This design comes from an exercise in tuning for small area, a short achievable clock period and few clock cycles per item on the open sky130 flow, not from production work.
Function was checked by simulation only, so behaviour that the tests miss may differ from the original.

### flow/run.sh
#!/bin/bash
# synth_recipe.tcl (not shown) runs the flow's synth.tcl, then flattens the netlist and writes it again
# the make line also repeats each setting of config.mk as NAME=value (left out here)
make -C /OpenROAD-flow-scripts/flow DESIGN_CONFIG=/design/flow/config.mk WORK_HOME=/design/flow/orfs CLKGATE_MAP_FILE= SYNTH_SCRIPT=/design/flow/synth_recipe.tcl finish
### flow/config.mk
export PLATFORM = sky130hd
export DESIGN_NAME = integer_to_ascii_formatter
export DESIGN_NICKNAME = integer_to_ascii_formatter
export VERILOG_FILES = /design/flow/design.v
export SDC_FILE = /design/flow/constraint.sdc
export NUM_CORES = 4
export LEC_CHECK = 0
export CAP_MARGIN = 20
export CORE_MARGIN = 2
export CORE_UTILIZATION = 40
export SLEW_MARGIN = 20
### flow/constraint.sdc
create_clock -name core_clock -period 10.0 [get_ports {clk}]
set_input_delay 2.0000 -clock core_clock [delete_from_list [all_inputs] [get_ports {clk}]]
set_output_delay 2.0000 -clock core_clock [all_outputs]
set_load 0.01 [all_outputs]
### flow/design.v
`timescale 1ns / 1ps
package itaf_pkg;
    localparam logic [6:0] MAX_CHARS = 7'd64;
    localparam logic [1:0] BSEL_OCT = 2'd0;
    localparam logic [1:0] BSEL_DEC = 2'd1;
    localparam logic [7:0] CH_SPACE = 8'h20;
    localparam logic [7:0] CH_PLUS  = 8'h2B;
    localparam logic [7:0] CH_MINUS = 8'h2D;
    localparam logic [7:0] CH_ZERO  = 8'h30;
    localparam logic [7:0] CH_X     = 8'h58;
    localparam logic [7:0] CH_NONE  = 8'h00;
    typedef logic [6:0] count_t;
    typedef enum logic [1:0] {
        BASE_OCT = 2'd0,
        BASE_DEC = 2'd1,
        BASE_HEX = 2'd2
    } base_t;
    typedef enum logic [2:0] {
        BK_IDLE,
        BK_CONV,
        BK_COUNT,
        BK_PLAN,
        BK_EMIT
    } back_state_t;
    typedef struct packed {
        base_t       base;
        logic [7:0]  sign_ch;
        logic        has_sign;
        logic [1:0]  pfx_len;
        count_t      width;
        logic [5:0]  prec;
        logic        left;
        logic        zpad;
        logic        lc;
    } desc_t;
    localparam int DESC_W = 29;
    function automatic logic [7:0] digit_char(input logic [3:0] d, input logic lc);
        digit_char = ((d < 4'd10) ? (8'h30 + {4'h0, d}) : (8'h37 + {4'h0, d})) | {2'b00, lc, 5'b00000};
    endfunction
endpackage
`timescale 1ns / 1ps
module itaf_front
#(
    parameter int VALUE_WIDTH = 64
)
(
    input  logic                   item_valid,
    input  logic [VALUE_WIDTH-1:0] value,
    input  logic [1:0]             base_select,
    input  logic [6:0]             min_width,
    input  logic [5:0]             min_digits,
    input  logic                   signed_mode,
    input  logic                   left_justify,
    input  logic                   zero_pad,
    input  logic                   plus_sign,
    input  logic                   space_sign,
    input  logic                   alt_prefix,
    input  logic                   lower_case,
    input  logic                   queue_full,
    output logic                   push,
    output itaf_pkg::desc_t                  push_desc,
    output logic [VALUE_WIDTH-1:0] push_mag
);
    logic       negative;
    itaf_pkg::base_t      base;
    logic [1:0] fixed_len;
    logic [6:0] prec_limit;
    assign negative = signed_mode && value[VALUE_WIDTH-1];
    assign push     = item_valid && !queue_full;
    assign push_mag = negative ? (~value + VALUE_WIDTH'(1)) : value;
    always_comb
    begin
        unique case (base_select)
            itaf_pkg::BSEL_OCT: base = itaf_pkg::BASE_OCT;
            itaf_pkg::BSEL_DEC: base = itaf_pkg::BASE_DEC;
            default:  base = itaf_pkg::BASE_HEX;
        endcase
    end
    always_comb
    begin
        push_desc.base = base;
        push_desc.lc   = lower_case;
        push_desc.left = left_justify;
        push_desc.zpad = zero_pad && !left_justify;
        priority if (negative)
            push_desc.sign_ch = itaf_pkg::CH_MINUS;
        else if (signed_mode && plus_sign)
            push_desc.sign_ch = itaf_pkg::CH_PLUS;
        else if (signed_mode && space_sign)
            push_desc.sign_ch = itaf_pkg::CH_SPACE;
        else
            push_desc.sign_ch = itaf_pkg::CH_NONE;
        push_desc.has_sign = (push_desc.sign_ch != itaf_pkg::CH_NONE);
        if (alt_prefix && base == itaf_pkg::BASE_HEX)
            push_desc.pfx_len = 2'd2;
        else if (alt_prefix && base == itaf_pkg::BASE_OCT)
            push_desc.pfx_len = 2'd1;
        else
            push_desc.pfx_len = 2'd0;
        push_desc.width = (min_width > itaf_pkg::MAX_CHARS) ? itaf_pkg::MAX_CHARS : min_width;
        fixed_len  = {1'b0, push_desc.has_sign} + push_desc.pfx_len;
        prec_limit = itaf_pkg::MAX_CHARS - {5'b0, fixed_len};
        push_desc.prec = ({1'b0, min_digits} > prec_limit) ? prec_limit[5:0] : min_digits;
    end
endmodule
`timescale 1ns / 1ps
module itaf_queue
#(
    parameter int DATA_W = 8
)
(
    input  logic              clk,
    input  logic              rst_n,
    input  logic              push,
    input  logic [DATA_W-1:0] push_data,
    input  logic              pop,
    output logic              full,
    output logic              not_empty,
    output logic [DATA_W-1:0] pop_data
);
    logic [DATA_W-1:0] entry_reg [2];
    logic              wr_ptr_reg, wr_ptr_next;
    logic              rd_ptr_reg, rd_ptr_next;
    logic [1:0]        count_reg, count_next;
    assign full      = (count_reg == 2'd2);
    assign not_empty = (count_reg != 2'd0);
    assign pop_data  = entry_reg[rd_ptr_reg];
    always_comb
    begin
        wr_ptr_next = push ? !wr_ptr_reg : wr_ptr_reg;
        rd_ptr_next = pop ? !rd_ptr_reg : rd_ptr_reg;
        count_next  = count_reg + {1'b0, push} - {1'b0, pop};
    end
    always_ff @(posedge clk or negedge rst_n)
    begin
        if (!rst_n)
        begin
            wr_ptr_reg <= 1'b0;
            rd_ptr_reg <= 1'b0;
            count_reg  <= 2'd0;
        end
        else
        begin
            wr_ptr_reg <= wr_ptr_next;
            rd_ptr_reg <= rd_ptr_next;
            count_reg  <= count_next;
        end
    end
    always_ff @(posedge clk)
    begin
        if (push)
        begin
            entry_reg[wr_ptr_reg] <= push_data;
        end
    end
endmodule
`timescale 1ns / 1ps
module itaf_back
#(
    parameter int VALUE_WIDTH = 64
)
(
    input  logic                   clk,
    input  logic                   rst_n,
    input  logic                   q_valid,
    input  itaf_pkg::desc_t                  q_desc,
    input  logic [VALUE_WIDTH-1:0] q_mag,
    output logic                   q_pop,
    output logic                   char_valid,
    input  logic                   char_stall,
    output logic [7:0]             out_char,
    output logic                   last_char
);
    localparam int NDIG   = (VALUE_WIDTH + 2) / 3;
    localparam int STEPS  = (VALUE_WIDTH + 3) / 4;
    localparam int BIN_W  = 4 * STEPS;
    localparam int OCT_W  = 3 * NDIG;
    localparam int HEX_W  = 4 * NDIG;
    localparam int IDX_W  = $clog2(NDIG);
    localparam int ND_W   = $clog2(NDIG + 1);
    localparam int STEP_W = $clog2(STEPS);
    itaf_pkg::back_state_t       state_reg, state_next;
    itaf_pkg::desc_t             desc_reg, desc_next;
    logic [BIN_W-1:0]  bin_reg, bin_next;
    logic [4*NDIG-1:0] digit_reg, digit_next;
    logic [STEP_W-1:0] step_reg, step_next;
    logic [ND_W-1:0]   nd_reg, nd_next;
    itaf_pkg::count_t            lead_reg, lead_next;
    itaf_pkg::count_t            pfx_start_reg, pfx_start_next;
    itaf_pkg::count_t            zero_start_reg, zero_start_next;
    itaf_pkg::count_t            dig_start_reg, dig_start_next;
    itaf_pkg::count_t            trail_start_reg, trail_start_next;
    itaf_pkg::count_t            last_pos_reg, last_pos_next;
    itaf_pkg::count_t            pos_reg, pos_next;
    logic              char_valid_reg, char_valid_next;
    logic [7:0]        out_char_reg, out_char_next;
    logic              last_char_reg, last_char_next;
    logic [OCT_W-1:0]  oct_ext;
    logic [HEX_W-1:0]  hex_ext;
    logic [4*NDIG-1:0] dab_dig;
    logic [4*NDIG-1:0] dab_adj;
    logic [BIN_W-1:0]  dab_bin;
    logic [ND_W-1:0]   nd_calc;
    itaf_pkg::count_t            nd_ext, fixed_len, prec_eff, content, pad, lead, zp, trail;
    itaf_pkg::count_t            pfx_start, zero_start, dig_start, trail_start;
    itaf_pkg::count_t            digit_pos;
    logic [7:0]        emit_char;
    logic              emit_load;
    assign oct_ext = OCT_W'(q_mag);
    assign hex_ext = HEX_W'(q_mag);
    always_comb
    begin
        dab_dig = digit_reg;
        dab_bin = bin_reg;
        dab_adj = digit_reg;
        for (int s = 0; s < 4; s++)
        begin
            for (int i = 0; i < NDIG; i++)
            begin
                dab_adj[4*i +: 4] = (dab_dig[4*i +: 4] >= 4'd5) ? dab_dig[4*i +: 4] + 4'd3 : dab_dig[4*i +: 4];
            end
            dab_dig[3:0] = {dab_adj[2:0], dab_bin[BIN_W-1]};
            for (int i = 1; i < NDIG; i++)
            begin
                dab_dig[4*i +: 4] = {dab_adj[4*i +: 3], dab_adj[4*i-1]};
            end
            dab_bin = {dab_bin[BIN_W-2:0], 1'b0};
        end
    end
    always_comb
    begin
        nd_calc = ND_W'(1);
        for (int i = 0; i < NDIG; i++)
        begin
            if (digit_reg[4*i +: 4] != 4'd0)
            begin
                nd_calc = ND_W'(i + 1);
            end
        end
    end
    always_comb
    begin
        nd_ext      = itaf_pkg::count_t'(nd_reg);
        fixed_len   = itaf_pkg::count_t'(desc_reg.has_sign) + itaf_pkg::count_t'(desc_reg.pfx_len);
        prec_eff    = (itaf_pkg::count_t'(desc_reg.prec) > nd_ext) ? itaf_pkg::count_t'(desc_reg.prec) : nd_ext;
        content     = fixed_len + prec_eff;
        pad         = (desc_reg.width > content) ? desc_reg.width - content : '0;
        lead        = (!desc_reg.left && !desc_reg.zpad) ? pad : '0;
        zp          = desc_reg.zpad ? pad : '0;
        trail       = desc_reg.left ? pad : '0;
        pfx_start   = lead + itaf_pkg::count_t'(desc_reg.has_sign);
        zero_start  = pfx_start + itaf_pkg::count_t'(desc_reg.pfx_len);
        dig_start   = zero_start + zp + (prec_eff - nd_ext);
        trail_start = dig_start + nd_ext;
    end
    always_comb
    begin
        digit_pos = trail_start_reg - itaf_pkg::count_t'(1) - pos_reg;
        priority if (pos_reg < lead_reg)
            emit_char = itaf_pkg::CH_SPACE;
        else if (pos_reg < pfx_start_reg)
            emit_char = desc_reg.sign_ch;
        else if (pos_reg < zero_start_reg)
            emit_char = (pos_reg == pfx_start_reg) ? itaf_pkg::CH_ZERO
                                                   : (itaf_pkg::CH_X | {2'b00, desc_reg.lc, 5'b00000});
        else if (pos_reg < dig_start_reg)
            emit_char = itaf_pkg::CH_ZERO;
        else if (pos_reg < trail_start_reg)
            emit_char = itaf_pkg::digit_char(digit_reg[4*digit_pos[IDX_W-1:0] +: 4], desc_reg.lc);
        else
            emit_char = itaf_pkg::CH_SPACE;
    end
    assign emit_load = (state_reg == itaf_pkg::BK_EMIT) && (!char_valid_reg || !char_stall);
    assign q_pop     = (state_reg == itaf_pkg::BK_IDLE) && q_valid;
    always_comb
    begin
        state_next       = state_reg;
        desc_next        = desc_reg;
        bin_next         = bin_reg;
        digit_next       = digit_reg;
        step_next        = step_reg;
        nd_next          = nd_reg;
        lead_next        = lead_reg;
        pfx_start_next   = pfx_start_reg;
        zero_start_next  = zero_start_reg;
        dig_start_next   = dig_start_reg;
        trail_start_next = trail_start_reg;
        last_pos_next    = last_pos_reg;
        pos_next         = pos_reg;
        out_char_next    = out_char_reg;
        last_char_next   = last_char_reg;
        char_valid_next  = char_valid_reg && char_stall;
        unique case (state_reg)
            itaf_pkg::BK_IDLE:
            begin
                if (q_valid)
                begin
                    desc_next = q_desc;
                    bin_next  = BIN_W'(q_mag);
                    step_next = STEP_W'(STEPS - 1);
                    for (int i = 0; i < NDIG; i++)
                    begin
                        unique case (q_desc.base)
                            itaf_pkg::BASE_DEC: digit_next[4*i +: 4] = 4'd0;
                            itaf_pkg::BASE_OCT: digit_next[4*i +: 4] = {1'b0, oct_ext[3*i +: 3]};
                            default:  digit_next[4*i +: 4] = hex_ext[4*i +: 4];
                        endcase
                    end
                    state_next = (q_desc.base == itaf_pkg::BASE_DEC) ? itaf_pkg::BK_CONV : itaf_pkg::BK_COUNT;
                end
            end
            itaf_pkg::BK_CONV:
            begin
                digit_next = dab_dig;
                bin_next   = dab_bin;
                step_next  = step_reg - STEP_W'(1);
                if (step_reg == '0)
                begin
                    state_next = itaf_pkg::BK_COUNT;
                end
            end
            itaf_pkg::BK_COUNT:
            begin
                nd_next    = nd_calc;
                state_next = itaf_pkg::BK_PLAN;
            end
            itaf_pkg::BK_PLAN:
            begin
                lead_next        = lead;
                pfx_start_next   = pfx_start;
                zero_start_next  = zero_start;
                dig_start_next   = dig_start;
                trail_start_next = trail_start;
                last_pos_next    = trail_start + trail - itaf_pkg::count_t'(1);
                pos_next         = '0;
                state_next       = itaf_pkg::BK_EMIT;
            end
            itaf_pkg::BK_EMIT:
            begin
                if (emit_load)
                begin
                    char_valid_next = 1'b1;
                    out_char_next   = emit_char;
                    last_char_next  = (pos_reg == last_pos_reg);
                    pos_next        = pos_reg + itaf_pkg::count_t'(1);
                    if (pos_reg == last_pos_reg)
                    begin
                        state_next = itaf_pkg::BK_IDLE;
                    end
                end
            end
            default:
            begin
                state_next = itaf_pkg::BK_IDLE;
            end
        endcase
    end
    always_ff @(posedge clk or negedge rst_n)
    begin
        if (!rst_n)
        begin
            state_reg      <= itaf_pkg::BK_IDLE;
            char_valid_reg <= 1'b0;
        end
        else
        begin
            state_reg      <= state_next;
            char_valid_reg <= char_valid_next;
        end
    end
    always_ff @(posedge clk)
    begin
        desc_reg        <= desc_next;
        bin_reg         <= bin_next;
        digit_reg       <= digit_next;
        step_reg        <= step_next;
        nd_reg          <= nd_next;
        lead_reg        <= lead_next;
        pfx_start_reg   <= pfx_start_next;
        zero_start_reg  <= zero_start_next;
        dig_start_reg   <= dig_start_next;
        trail_start_reg <= trail_start_next;
        last_pos_reg    <= last_pos_next;
        pos_reg         <= pos_next;
        out_char_reg    <= out_char_next;
        last_char_reg   <= last_char_next;
    end
    assign char_valid = char_valid_reg;
    assign out_char   = out_char_reg;
    assign last_char  = last_char_reg;
endmodule
`timescale 1ns / 1ps
module integer_to_ascii_formatter
#(
    parameter int VALUE_WIDTH = 64
)
(
    input  logic                   clk,
    input  logic                   rst_n,
    input  logic                   item_valid,
    output logic                   item_stall,
    input  logic [VALUE_WIDTH-1:0] value,
    input  logic [1:0]             base_select,
    input  logic [6:0]             min_width,
    input  logic [5:0]             min_digits,
    input  logic                   signed_mode,
    input  logic                   left_justify,
    input  logic                   zero_pad,
    input  logic                   plus_sign,
    input  logic                   space_sign,
    input  logic                   alt_prefix,
    input  logic                   lower_case,
    output logic                   char_valid,
    input  logic                   char_stall,
    output logic [7:0]             out_char,
    output logic                   last_char
);
    localparam int DATA_W = VALUE_WIDTH + itaf_pkg::DESC_W;
    logic                   queue_full;
    logic                   push;
    itaf_pkg::desc_t                  push_desc;
    logic [VALUE_WIDTH-1:0] push_mag;
    logic                   q_valid;
    logic                   q_pop;
    logic [DATA_W-1:0]      q_data;
    itaf_pkg::desc_t                  q_desc;
    logic [VALUE_WIDTH-1:0] q_mag;
    assign item_stall = queue_full;
    assign q_desc     = q_data[DATA_W-1:VALUE_WIDTH];
    assign q_mag      = q_data[VALUE_WIDTH-1:0];
    itaf_front #(
        .VALUE_WIDTH (VALUE_WIDTH)
    ) u_front (
        .item_valid   (item_valid),
        .value        (value),
        .base_select  (base_select),
        .min_width    (min_width),
        .min_digits   (min_digits),
        .signed_mode  (signed_mode),
        .left_justify (left_justify),
        .zero_pad     (zero_pad),
        .plus_sign    (plus_sign),
        .space_sign   (space_sign),
        .alt_prefix   (alt_prefix),
        .lower_case   (lower_case),
        .queue_full   (queue_full),
        .push         (push),
        .push_desc    (push_desc),
        .push_mag     (push_mag)
    );
    itaf_queue #(
        .DATA_W (DATA_W)
    ) u_queue (
        .clk       (clk),
        .rst_n     (rst_n),
        .push      (push),
        .push_data ({push_desc, push_mag}),
        .pop       (q_pop),
        .full      (queue_full),
        .not_empty (q_valid),
        .pop_data  (q_data)
    );
    itaf_back #(
        .VALUE_WIDTH (VALUE_WIDTH)
    ) u_back (
        .clk        (clk),
        .rst_n      (rst_n),
        .q_valid    (q_valid),
        .q_desc     (q_desc),
        .q_mag      (q_mag),
        .q_pop      (q_pop),
        .char_valid (char_valid),
        .char_stall (char_stall),
        .out_char   (out_char),
        .last_char  (last_char)
    );
endmodule
==> run notes <==
-- cell usage after synthesis, types with 14 or more instances --
library cell  number  area, um^2
a21oi_1          205        1030
nand2_1          188         706
o21ai_0          114         571
a22oi_1           33         248
fa_1              15         300
o21a_1            32         240
xnor2_1          149        1310
mux2i_1          166        1660
nand3_1           41         205
inv_1            311        1170
xor2_1            55         482
a211oi_1          20         150
ha_1             281        3520
o211ai_1          21         158
nor3b_1           55         413
mux2_2           108        1220
edfxtp_1         419       12600
nand2b_1         108         676
mux4_2            24         541
nor2_1           237         890
a21boi_0          14         105
o22ai_1           27         169
buf_1             15        56.3
and3_1            19         119
nor2b_1           54         338
and2_1            15        93.8
nor3_1            46         230
a21o_1            68         510
clkbuf_1          48         180
-- cell type report --
cell class	count	share of cell area, %
clock buffer	60	3.49
clock inverter	28	1.14
inverter	315	3.26
multi-input combinational	2342	49.9
sequential	427	35.3
tap	1060	3.66
timing repair buffer	125	3.29
-- kinds of logic (layout without fill, tap and decap cells) --
family                     after synthesis  in the layout  synth area share, %
DFF                                    427            427                 39.7
AOI/OAI and AO/OA                      701            701                 14.3
adders and majority gates              296            296                 11.9
and+or+nand+nor                        840            840                 13.3
muxes                                  299            299                 10.7
other                                    1              1               0.0116
buffers and inverters                  387            528                 4.56
xor gates and xnor gates               205            205                 5.62
-- per-layer routing --
layer / track usage, % / vias up / wire length (um)
li1: - / 11638 / -
met1: 28.6 / 11213 / 38700
met2: 28.8 / 552 / 34200
met3: 2.96 / 84 / 4990
met4: 4.51 / 0 / 1630
met5: 0 / - / 0
-- metrics by stage --
stage	worst slack (ns)	hold slack, ns	std cells	setup TNS (ns)
floorplan	0.708	0.461	3156	0
global route	-0.0348	0.530	4357	-0.0348
finish	0.454	0.501	4357	0
detailed placement	-0.0690	0.493	4265	-0.0690
CTS	0.0282	0.505	4353	0
global placement	0.192	0.494	4264	0
-- critical path, delay by kind of cell (launching register included) --
kind	cells	cell delay (ns)
flip-flops	1	0.40
multiplexers	1	0.37
buffers and inverters	6	0.40
adder cells (fa/ha/maj)	12	3.99
XOR/XNOR	6	1.02
AND/OR/NAND/NOR	8	1.29
AO/OA/AOI/OAI	10	1.79
-- what timing repair did --
| item | 4_1_cts | 5_1_grt |
|---|---|---|
| pin swaps | 0 | 12 |
| hold endpoints to repair | 0 | 0 |
| setup buffers | 0 | 4 |
| endpoints found under the setup margin | 1 | 1 |
| gates resized for setup | 1 | 22 |
-- final timing paths --
path | depth (start not counted) | end | from | slack (ns)
worst max-delay path | 43 | u_back.last_pos_reg[6] | u_back.nd_reg[1] | 0.45
max in group asynchronous | 1 | u_queue.rd_ptr_reg | rst_n | 7.90
worst min register to register | 1 | u_queue.count_reg[1] | u_queue.count_reg[1] | 0.50
worst max register to register | 43 | u_back.last_pos_reg[6] | u_back.nd_reg[1] | 0.45
worst min-delay path | 1 | u_queue.count_reg[1] | u_queue.count_reg[1] | 0.50
min in group asynchronous | 1 | u_queue.wr_ptr_reg | rst_n | 1.73
==> run notes <==
- Commonest non-fill, non-tap cell in the layout: edfxtp_1
- # setup viols final: 0
- Final #Nets: 3,645
- Critical path class: flip-flop to flip-flop
- Final core occ: 45.2%
- Least-Margin Pin Slew: 1.18 ns
- Placed cell areas: 34,400 um^2
- Total track usage: 19.1%
- Antenna violations before repair: 0
- Number of global-route vias before repair: 22,198
- Worst-path clk slew: 0.06 ns
- CTS Root Cell: clkbuf_16
- Post-Synthesis Cell Area: 32,200 um^2
- Drt wl/cell: 18.2 um
- Final ANT Viol Nets: 0
- Cell mode on critical path: ha_1
- Die X: 288 um
- Commonest non-fill, non-tap cells in the layout: edfxtp_1 (419), inv_1 (309), ha_1 (276), nor2_1 (233), a21oi_1 (201)
- Netlist cell types: 96
- Via count: 23,487
- Worst Path Max Fanout: 6
- Maximum clock path buffer count: 3
- FF/Latch Area: 12,800 um^2
- Slowest stage cell, crit path: fa_1
- Post-Synthesis Cells: 3,156
- Synthesized Nets: 3,542
- Clock Skews: 0.0184 ns
- Multi-input logic area: 18,100 um^2
- First-pass GRT wire length: 124,000 um
- Slew HR: 20.9%
- Routability cong.: 0.860
- Area Overhead vs Synth: 12.6%
- Max reg flops: 178
- Antenna diode count: 0
- Min-Delay Path Class: flip-flop to flip-flop
- Initial core utilization: 40.2%
- Port buffer count: 99
- Post-DP HPWL: 59,400 um
- Post-synthesis sequential area ratio: 39.7%
- Max cap viols: 0
- Clock latency on the worst-skew pair: 0.61 ns
- #FFs+latches synth: 427
- CTS tree: done
- CTS sink count: 427
- Number of synthesized flops with an enable pin: 419
- Final routed DRC violation total: 0
- GRT overflow: 0
- Pin count of the biggest net entering global routing: 76
- Fillers: 7,556
- Hold bufs inserted after CTS: 0
- Ys Warns: 3
- # rows: 104
- Max-slew violations: 0
- Fmax: 105 MHz
- CTS Buf Count: 48
- Core Footprint: 80,200 um^2
- Worst Path Required: 10.35 ns
- Final wirelength: 79,500 um
- Die height: 288 um
- Drt first pass iters: 8
- Design area: 36,200 um^2
- Initial DRC count: 1,881
- Max stage delay on crit path: 0.52 ns
- Vias per cell: 5.39
- H-tree Lvls: 2
- I/O Pins: 101
- Crit path arrival time: 9.89 ns
- Final Cycle Share: 95.5%
- Die area: 82,800 um^2
- Final hold vios: 0
- Startpoint types: flip-flop
- Outcome: complete, no violations
- Mean post-synth cell area: 10.2 um^2
- Final Critical Period: 9.55 ns
- Main flop type after synthesis: edfxtp_1
- Asr flop ratio synth: 1.87%
- Share of cells above drive strength 1: 9.01%
- Worst Setup End Kind: flip-flop
Testbench counts, summed over its fixed seeds: cycles 78,915, items 3,200.

port drivers added, routing unchanged:
How much do the figures lean on ideal ports? The routed layout below was timed once more, with nothing changed but the port constraints. Step 1 sets driving cells, clkbuf_16 on the clock port and buf_2 on the other inputs (assumed; they add their load-dependent delay and slew). Step 2 adds t to the input delays and takes it off the output delays; t is the mean of the earliest and latest rising clock arrival at the registers after step 1. Input paths then give back, and output paths get back, about the clock's delay inside the block. a / b / c = ideal ports / drivers / drivers and shift; a / b = the first two.
t, ns: 0.663
setup WS [ns]: 0.454 / 0.454 / 0.454
hold slack, ns: 0.501 / 0.501 / 0.501
latest minus earliest clock arrival (ns): 0.019 / 0.019
worst data-port slew with drivers (ns): 0.06
After both steps setup and hold are still met in this run. The setup slack of this run moves by 0.000 ns with the drivers and by 0.000 ns with both steps.
